This is an optimization exercise on Yosys and OpenROAD, whose aim is small area, a short achievable clock period and few clock cycles, not a production implementation. RTL that was checked went through simulation tests only; none was proved equivalent to the original. No driver is modelled on the clock port, so clocking that relies on it looks cheaper here than on a real chip. Power and IR drop assume default switching activity.

Setup of run A:
==> flow/design.v <==
package mams_pkg;
  localparam int unsigned ResponseW = 4;
  localparam int unsigned CountW    = 8;
  localparam int unsigned TotalW    = 11;
  localparam int unsigned MeanW     = 12;
  localparam int unsigned MedianW   = 4;
  localparam int unsigned FracBits  = 8;
  localparam int unsigned RecW = CountW + TotalW + MedianW + 1;
endpackage
module mams_cell (
  input  logic       clk_i,
  input  logic       clr_i,
  input  logic       inc_i,
  input  logic [6:0] k_i,
  output logic       flag_o
);
  logic [6:0] c_q;
  logic [6:0] g, e;
  logic       g65, e65, g43, e43, g21, e21, g63, e63, g20, e20, gt, eq;
  assign g = c_q & ~k_i;
  assign e = ~(c_q ^ k_i);
  assign g65 = g[6] | (e[6] & g[5]);
  assign e65 = e[6] & e[5];
  assign g43 = g[4] | (e[4] & g[3]);
  assign e43 = e[4] & e[3];
  assign g21 = g[2] | (e[2] & g[1]);
  assign e21 = e[2] & e[1];
  assign g63 = g65 | (e65 & g43);
  assign e63 = e65 & e43;
  assign g20 = g21 | (e21 & g[0]);
  assign e20 = e21 & e[0];
  assign gt  = g63 | (e63 & g20);
  assign eq  = e63 & e20;
  assign flag_o = clr_i ? inc_i : (gt | (inc_i & eq));
  logic [6:0] sum;
  logic       co;
  assign {co, sum} = {1'b0, c_q} + {7'd0, inc_i};
  always_ff @(posedge clk_i) begin
    if (clr_i) c_q <= {6'd0, inc_i};
    else       c_q <= sum | {7{co}};
  end
endmodule
module mams_div (
  input  logic                      clk_i,
  input  logic                      rst_ni,
  input  logic                      load_i,
  input  logic [mams_pkg::RecW-1:0] rec_i,
  output logic                      free_o,    
  output logic                      soon_o,    
  output logic                      valid_o,
  output logic [7:0]                count_o,
  output logic [10:0]               total_o,
  output logic [11:0]               mean_o,
  output logic [3:0]                median_o,
  output logic                      overflow_o
);
  logic [3:0]  cnt_q;      
  logic        run_q;
  logic        valid_q;
  logic [7:0]  dn_q;
  logic [10:0] dt_q;
  logic [3:0]  dm_q;
  logic        do_q;
  logic [11:0] q_q;
  logic [7:0]  rem_q;
  logic [7:0]  rc;
  logic [10:0] rs;
  logic [8:0]  trial;
  logic [8:0]  step;
  logic        sub;
  assign {rc, rs} = rec_i[mams_pkg::RecW-1:5];
  assign sub   = !rem_q[7];
  assign trial = {rem_q, q_q[11]};
  assign step  = trial + ({1'b0, dn_q} ^ {9{sub}}) + {8'd0, sub};
  assign free_o = !run_q;
  assign soon_o = run_q ? cnt_q <= 4'd3 : !load_i;
  always_ff @(posedge clk_i or negedge rst_ni) begin
    if (!rst_ni) begin
      run_q   <= 1'b0;
      valid_q <= 1'b0;
      cnt_q   <= '0;
    end else begin
      valid_q <= run_q && cnt_q == 4'd1;
      if (load_i) begin
        run_q <= 1'b1;
        cnt_q <= 4'd12;
      end else if (run_q) begin
        cnt_q <= cnt_q - 4'd1;
        if (cnt_q == 4'd1) run_q <= 1'b0;
      end
    end
  end
  always_ff @(posedge clk_i) begin
    if (load_i) begin
      {dn_q, dt_q, dm_q, do_q} <= rec_i;
    end
  end
  always_ff @(posedge clk_i) begin
    if (load_i) begin
      rem_q <= {1'b0, rs[10:4]};
      q_q   <= {rs[3:0], 8'd0};
    end else begin
      rem_q <= step[7:0];
      q_q   <= {q_q[10:0], !step[8]};
    end
  end
  assign valid_o    = valid_q;
  assign count_o    = dn_q;
  assign total_o    = dt_q;
  assign mean_o     = q_q;
  assign median_o   = dm_q;
  assign overflow_o = do_q;
endmodule
module mean_and_median_of_set (
  input  logic                           clk_i,
  input  logic                           rst_ni,
  input  logic                           start,
  output logic                           busy,
  input  logic [mams_pkg::ResponseW-1:0] response_i,
  input  logic                           last_i,
  output logic                           valid_o,
  output logic [mams_pkg::CountW-1:0]    count_o,
  output logic [mams_pkg::TotalW-1:0]    total_o,
  output logic [mams_pkg::MeanW-1:0]     mean_q8_o,
  output logic [mams_pkg::MedianW-1:0]   median_o,
  output logic                           overflow_o
);
  logic       busy_q;
  logic       in_v;       
  logic       in_keep;    
  logic [3:0] in_x;
  logic       in_last;
  logic       take;
  logic       room;       
  assign busy = busy_q;
  assign take = start && !busy_q;
  always_ff @(posedge clk_i or negedge rst_ni) begin
    if (!rst_ni) begin
      in_v    <= 1'b0;
      in_keep <= 1'b0;
    end else begin
      in_v    <= take;
      in_keep <= take && room;
    end
  end
  always_ff @(posedge clk_i) begin
    in_x    <= response_i;
    in_last <= last_i;
  end
  logic        fresh_q;    
  logic        rec_v_q;    
  logic        close;
  logic [6:0]  k_q;        
  logic        p_q;        
  logic [14:0] flag_q;     
  logic [7:0]  cnt;
  logic [3:0]  slo_q;      
  logic [6:0]  shi_q;      
  logic        sc_q;       
  logic [6:0]  shi;
  logic [4:0]  slo;
  logic        ovf_q;
  logic [14:0] flag;
  logic [15:0] f;
  logic [3:0]  med;
  logic [mams_pkg::RecW-1:0] rec;
  assign close = in_v && in_last;
  assign room  = close || fresh_q || !(k_q[6] && (!p_q || in_keep));
  always_ff @(posedge clk_i or negedge rst_ni) begin
    if (!rst_ni) begin
      fresh_q <= 1'b1;
      rec_v_q <= 1'b0;
    end else begin
      fresh_q <= close;
      rec_v_q <= close;
    end
  end
  always_ff @(posedge clk_i) begin
    if (fresh_q) begin
      k_q   <= {6'd0, in_keep};
      p_q   <= in_keep;
      ovf_q <= in_v && !in_keep;
    end else begin
      k_q   <= k_q + {6'd0, in_keep && !p_q};
      p_q   <= p_q ^ in_keep;
      ovf_q <= ovf_q || (in_v && !in_keep);
    end
  end
  assign shi = shi_q + {6'd0, sc_q};
  assign slo = (fresh_q ? 5'd0 : {1'b0, slo_q}) + (in_keep ? {1'b0, in_x} : 5'd0);
  always_ff @(posedge clk_i) begin
    slo_q <= slo[3:0];
    sc_q  <= slo[4];
    shi_q <= fresh_q ? 7'd0 : shi;
  end
  for (genvar v = 0; v < 15; v++) begin : g_cum
    mams_cell u_cell (
      .clk_i (clk_i),
      .clr_i (fresh_q),
      .inc_i (in_keep && (in_x <= 4'(v))),
      .k_i   (k_q),
      .flag_o(flag[v])
    );
  end
  always_ff @(posedge clk_i) begin
    flag_q <= flag;
  end
  assign f = {1'b1, flag_q};
  always_comb begin
    med[3] = !f[7];
    med[2] = (f[7] && !f[3]) || (f[15] && !f[11]);
    med[1] = 1'b0;
    for (int j = 0; j < 4; j++) med[1] = med[1] || (f[4*j+3] && !f[4*j+1]);
    med[0] = 1'b0;
    for (int j = 0; j < 8; j++) med[0] = med[0] || (f[2*j+1] && !f[2*j]);
  end
  assign cnt = p_q ? {k_q - 7'd1, 1'b1} : {k_q, 1'b0};
  assign rec = {cnt, shi, slo_q, med, ovf_q};
  logic [mams_pkg::RecW-1:0] slot0_q, slot1_q;
  logic       ge1_q, ge2_q;    
  logic       ge1_d, ge2_d;
  logic       div_free, div_soon, div_load;
  logic       pop, push;
  logic [mams_pkg::RecW-1:0] div_rec;
  assign div_load = div_free && ge1_q;
  assign div_rec  = slot0_q;
  assign pop      = div_load;
  assign push     = rec_v_q;
  always_comb begin
    ge1_d = ge1_q;
    ge2_d = ge2_q;
    if (push && !pop) begin
      ge1_d = 1'b1;
      ge2_d = ge1_q;
    end else if (pop && !push) begin
      ge1_d = ge2_q;
      ge2_d = 1'b0;
    end
  end
  always_ff @(posedge clk_i or negedge rst_ni) begin
    if (!rst_ni) begin
      ge1_q <= 1'b0;
      ge2_q <= 1'b0;
    end else begin
      ge1_q <= ge1_d;
      ge2_q <= ge2_d;
    end
  end
  always_ff @(posedge clk_i) begin
    if (!ge1_q || pop) slot0_q <= ge2_q ? slot1_q : rec;
    if (rec_v_q)       slot1_q <= rec;
  end
  logic ca, cb, due2, due3;
  assign ca   = close;
  assign cb   = take && last_i;
  assign due2 = ge2_d || (ge1_d && (ca || cb)) || (ca && cb);
  assign due3 = (ge2_d && (ca || cb)) || (ge1_d && ca && cb);
  always_ff @(posedge clk_i or negedge rst_ni) begin
    if (!rst_ni) busy_q <= 1'b0;
    else         busy_q <= div_soon ? due3 : due2;
  end
  mams_div u_div (
    .clk_i     (clk_i),
    .rst_ni    (rst_ni),
    .load_i    (div_load),
    .rec_i     (div_rec),
    .free_o    (div_free),
    .soon_o    (div_soon),
    .valid_o   (valid_o),
    .count_o   (count_o),
    .total_o   (total_o),
    .mean_o    (mean_q8_o),
    .median_o  (median_o),
    .overflow_o(overflow_o)
  );
endmodule
Settings: LEC_CHECK=0, ABC_CLOCK_PERIOD_IN_PS=2200, CAP_MARGIN=20, CORE_MARGIN=2, CORE_UTILIZATION=70, CTS_CLUSTER_DIAMETER=80, CTS_CLUSTER_SIZE=20, PLACE_DENSITY=0.8, SETUP_SLACK_MARGIN=3.8, SLEW_MARGIN=20; clock period 6.0 ns.
standard.sh (not shown) runs the stock make flow with config.mk's settings and CLKGATE_MAP_FILE= SYNTH_SCRIPT=/design/flow/synth_recipe.tcl, a recipe that flattens the netlist after the stock synthesis.
==> flow/flow/run.sh <==
#!/bin/bash
# The standard layout (standard.sh), with one change to the clock tree: after
# clock tree synthesis, the root clock buffer, which only passes the clock on
# to the two branch buffers, is taken out, so the clock port drives the branch
# buffers directly. Every register keeps the same number of buffers (two)
# between the clock port and its clock pin; only the whole tree gets faster.
# Tool output goes to standard.log and flatten_clock.log.
here=$(pwd)
export POST_CTS_TCL="$here/flow/flatten_clock.tcl"
export FLATTEN_CLOCK_LOG="$here/flatten_clock.log"
bash standard.sh > standard.log 2>&1
==> flow/flow/flatten_clock.tcl <==
set log [open $::env(FLATTEN_CLOCK_LOG) w]
set block [ord::get_db_block]
set port [$block findBTerm clk_i]
set pnet [$port getNet]
set roots [$pnet getITerms]
puts $log "clock port drives [llength $roots] cell pin(s)"
if {[llength $roots] == 1} {
  set rin [lindex $roots 0]
  set root [$rin getInst]
  set rout [$root findITerm X]
  set rnet [$rout getNet]
  set sinks {}
  set ok [string match "sky130_fd_sc_hd__clkbuf_*" [[$root getMaster] getName]]
  foreach s [$rnet getITerms] {
    if {[$s getInst] eq $root} { continue }
    if {![string match "sky130_fd_sc_hd__clkbuf_*" [[[$s getInst] getMaster] getName]]} { set ok 0 }
    lappend sinks $s
  }
  if {$ok && [llength $sinks] >= 1 && [llength $sinks] <= 4} {
    foreach s $sinks {
      $s disconnect
      $s connect $pnet
    }
    $rout disconnect
    $rin disconnect
    puts $log "removed [$root getName]: port now drives [llength $sinks] clock buffers"
    odb::dbInst_destroy $root
    odb::dbNet_destroy $rnet
  } else {
    puts $log "kept the root buffer: [llength $sinks] loads, all clock buffers: $ok"
  }
}
estimate_parasitics -placement
close $log
Testbench counts of run A, summed over its fixed seeds: cycles 54,465.
### run A -> run B
--- a/flow/design.v
+++ b/flow/design.v
@@ -216,48 +216,28 @@
   end
   assign cnt = p_q ? {k_q - 7'd1, 1'b1} : {k_q, 1'b0};
   assign rec = {cnt, shi, slo_q, med, ovf_q};
-  logic [mams_pkg::RecW-1:0] slot0_q, slot1_q;
-  logic       ge1_q, ge2_q;    
-  logic       ge1_d, ge2_d;
+  logic [mams_pkg::RecW-1:0] slot_q;
+  logic       fill_q, fill_d;
   logic       div_free, div_soon, div_load;
-  logic       pop, push;
   logic [mams_pkg::RecW-1:0] div_rec;
-  assign div_load = div_free && ge1_q;
-  assign div_rec  = slot0_q;
-  assign pop      = div_load;
-  assign push     = rec_v_q;
-  always_comb begin
-    ge1_d = ge1_q;
-    ge2_d = ge2_q;
-    if (push && !pop) begin
-      ge1_d = 1'b1;
-      ge2_d = ge1_q;
-    end else if (pop && !push) begin
-      ge1_d = ge2_q;
-      ge2_d = 1'b0;
-    end
-  end
-  always_ff @(posedge clk_i or negedge rst_ni) begin
-    if (!rst_ni) begin
-      ge1_q <= 1'b0;
-      ge2_q <= 1'b0;
-    end else begin
-      ge1_q <= ge1_d;
-      ge2_q <= ge2_d;
-    end
-  end
-  always_ff @(posedge clk_i) begin
-    if (!ge1_q || pop) slot0_q <= ge2_q ? slot1_q : rec;
-    if (rec_v_q)       slot1_q <= rec;
-  end
-  logic ca, cb, due2, due3;
+  assign div_load = div_free && (fill_q || rec_v_q);
+  assign div_rec  = fill_q ? slot_q : rec;
+  assign fill_d   = rec_v_q ? !(div_load && !fill_q) : (fill_q && !div_load);
+  always_ff @(posedge clk_i or negedge rst_ni) begin
+    if (!rst_ni) fill_q <= 1'b0;
+    else         fill_q <= fill_d;
+  end
+  always_ff @(posedge clk_i) begin
+    if (rec_v_q) slot_q <= rec;
+  end
+  logic ca, cb, due1, due2;
   assign ca   = close;
   assign cb   = take && last_i;
-  assign due2 = ge2_d || (ge1_d && (ca || cb)) || (ca && cb);
-  assign due3 = (ge2_d && (ca || cb)) || (ge1_d && ca && cb);
+  assign due1 = fill_d || ca || cb;
+  assign due2 = (fill_d && (ca || cb)) || (ca && cb);
   always_ff @(posedge clk_i or negedge rst_ni) begin
     if (!rst_ni) busy_q <= 1'b0;
-    else         busy_q <= div_soon ? due3 : due2;
+    else         busy_q <= div_soon ? due2 : due1;
   end
   mams_div u_div (
     .clk_i     (clk_i),
==> run summary <==
Looking at setup slack of the critical path after layout across both flows, run B is the weaker of the two, with run A ahead.
Between run A and run B, critical path depth is lower for run B, run A comes in above that.
Run B vs run A: routed wire length down
Going from run A to run B, core utilization shows an increase of 1.3 points; sequential power shows a reduction of 13%; cell area shows a reduction of about 6%.
Run B finished every step from synthesis to the final layout, and the layout passed the timing, design-rule and antenna checks.
No functional check of the RTL was part of run B.


== main ==
RTL: the design.v shown in full above, as it stands there.
Settings: LEC_CHECK=0, ABC_CLOCK_PERIOD_IN_PS=2200, CAP_MARGIN=20, CORE_MARGIN=2, CORE_UTILIZATION=70, CTS_CLUSTER_DIAMETER=80, CTS_CLUSTER_SIZE=20, PLACE_DENSITY=0.8, SETUP_SLACK_MARGIN=3.9, SLEW_MARGIN=20; clock period 6.0 ns.
Scripts as last shown in full above: flow/flow/run.sh, flow/flow/flatten_clock.tcl
In summary, main completed successfully, with a layout that passed the timing, design-rule and antenna checks.
Testbench counts of main, summed over its fixed seeds: cycles 54,465.
Here is what was changed in the inputs of the feature branch compared with main.
-- flow/design.v --
<<< main, line 217
  assign cnt = p_q ? {k_q - 7'd1, 1'b1} : {k_q, 1'b0};
  assign rec = {cnt, shi, slo_q, med, ovf_q};
  logic [mams_pkg::RecW-1:0] slot0_q, slot1_q;
  logic       ge1_q, ge2_q;    
  logic       ge1_d, ge2_d;
  logic       div_free, div_soon, div_load;
  logic       pop, push;
  logic [mams_pkg::RecW-1:0] div_rec;
  assign div_load = div_free && ge1_q;
  assign div_rec  = slot0_q;
  assign pop      = div_load;
  assign push     = rec_v_q;
  always_comb begin
    ge1_d = ge1_q;
    ge2_d = ge2_q;
    if (push && !pop) begin
      ge1_d = 1'b1;
      ge2_d = ge1_q;
    end else if (pop && !push) begin
      ge1_d = ge2_q;
      ge2_d = 1'b0;
    end
  end
  always_ff @(posedge clk_i or negedge rst_ni) begin
    if (!rst_ni) begin
      ge1_q <= 1'b0;
      ge2_q <= 1'b0;
    end else begin
      ge1_q <= ge1_d;
      ge2_q <= ge2_d;
    end
  end
  always_ff @(posedge clk_i) begin
    if (!ge1_q || pop) slot0_q <= ge2_q ? slot1_q : rec;
    if (rec_v_q)       slot1_q <= rec;
  end
  logic ca, cb, due2, due3;
  assign ca   = close;
  assign cb   = take && last_i;
  assign due2 = ge2_d || (ge1_d && (ca || cb)) || (ca && cb);
  assign due3 = (ge2_d && (ca || cb)) || (ge1_d && ca && cb);
  always_ff @(posedge clk_i or negedge rst_ni) begin
    if (!rst_ni) busy_q <= 1'b0;
    else         busy_q <= div_soon ? due3 : due2;
  end
  mams_div u_div (
>>> the feature branch, line 217
  assign cnt = p_q ? {k_q - 7'd1, 1'b1} : {k_q, 1'b0};
  assign rec = {cnt, shi, slo_q, med, ovf_q};
  logic [mams_pkg::RecW-1:0] slot_q;
  logic       fill_q, fill_d;
  logic       div_free, div_soon, div_load;
  logic [mams_pkg::RecW-1:0] div_rec;
  assign div_load = div_free && (fill_q || rec_v_q);
  assign div_rec  = fill_q ? slot_q : rec;
  assign fill_d   = rec_v_q ? !(div_load && !fill_q) : (fill_q && !div_load);
  always_ff @(posedge clk_i or negedge rst_ni) begin
    if (!rst_ni) fill_q <= 1'b0;
    else         fill_q <= fill_d;
  end
  always_ff @(posedge clk_i) begin
    if (rec_v_q) slot_q <= rec;
  end
  logic ca, cb, due1, due2;
  assign ca   = close;
  assign cb   = take && last_i;
  assign due1 = fill_d || ca || cb;
  assign due2 = (fill_d && (ca || cb)) || (ca && cb);
  always_ff @(posedge clk_i or negedge rst_ni) begin
    if (!rst_ni) busy_q <= 1'b0;
    else         busy_q <= div_soon ? due2 : due1;
  end
  mams_div u_div (
==> run summary <==
Critical path capture point = u_div.rem_q[7]: the feature branch; critical path capture point = count_o[0]: main. Sort the feature branch and main by period utilization asc -> top: main. Compared with main, via count in the feature branch decreased by a few percent. Of the feature branch and main, the run reporting the lower net count of the mapped netlist was the feature branch. Re final area: the feature branch is about 6% down on main. Relative to main, fmax has decreased by 3.7% in the feature branch. Looking only at synthesized-area fraction occupied by ao, oa, aoi and oai cells, and setting everything else aside, the lower value of the feature branch and main goes to main.
For the feature branch, only the layout was checked, not whether the RTL still works.

afterwards: timing with drivers on the ports:
No port has a modelled driver above. Below, the same layouts with a new extraction and two added sets of constraints.
Step 1, drivers: a clkbuf_16 drives clk_i and a buf_2 each remaining input, both assumed.
Step 2 adds t to the input delays and takes it off the output delays; t is the mean of the earliest and latest rising clock arrival at the registers after step 1. Input paths then give back, and output paths get back, about the clock's delay inside the block.
a / b / c = no drivers / after step 1 / after step 2; a / b = the first two.
| run | shift t [ns] | setup WS [ns] | worst setup path at the end | worst register clock-pin slew, ns |
|---|---|---|---|---|
| run A | 0.410 | 3.857 / 3.799 / 3.580 | input to register | 0.09 / 0.09 |
| run B | 0.395 | 3.736 / 3.676 / 3.581 | input to register | 0.09 / 0.09 |
| main | 0.410 | 3.868 / 3.807 / 3.596 | input to register | 0.09 / 0.09 |
| the feature branch | 0.406 | 3.787 / 3.787 / 3.562 | input to register | 0.09 / 0.09 |
After both steps setup and hold are still met in every run listed. For run A, which loses most, drivers alone change the setup slack by -0.058 ns; drivers and shift together by -0.277 ns.
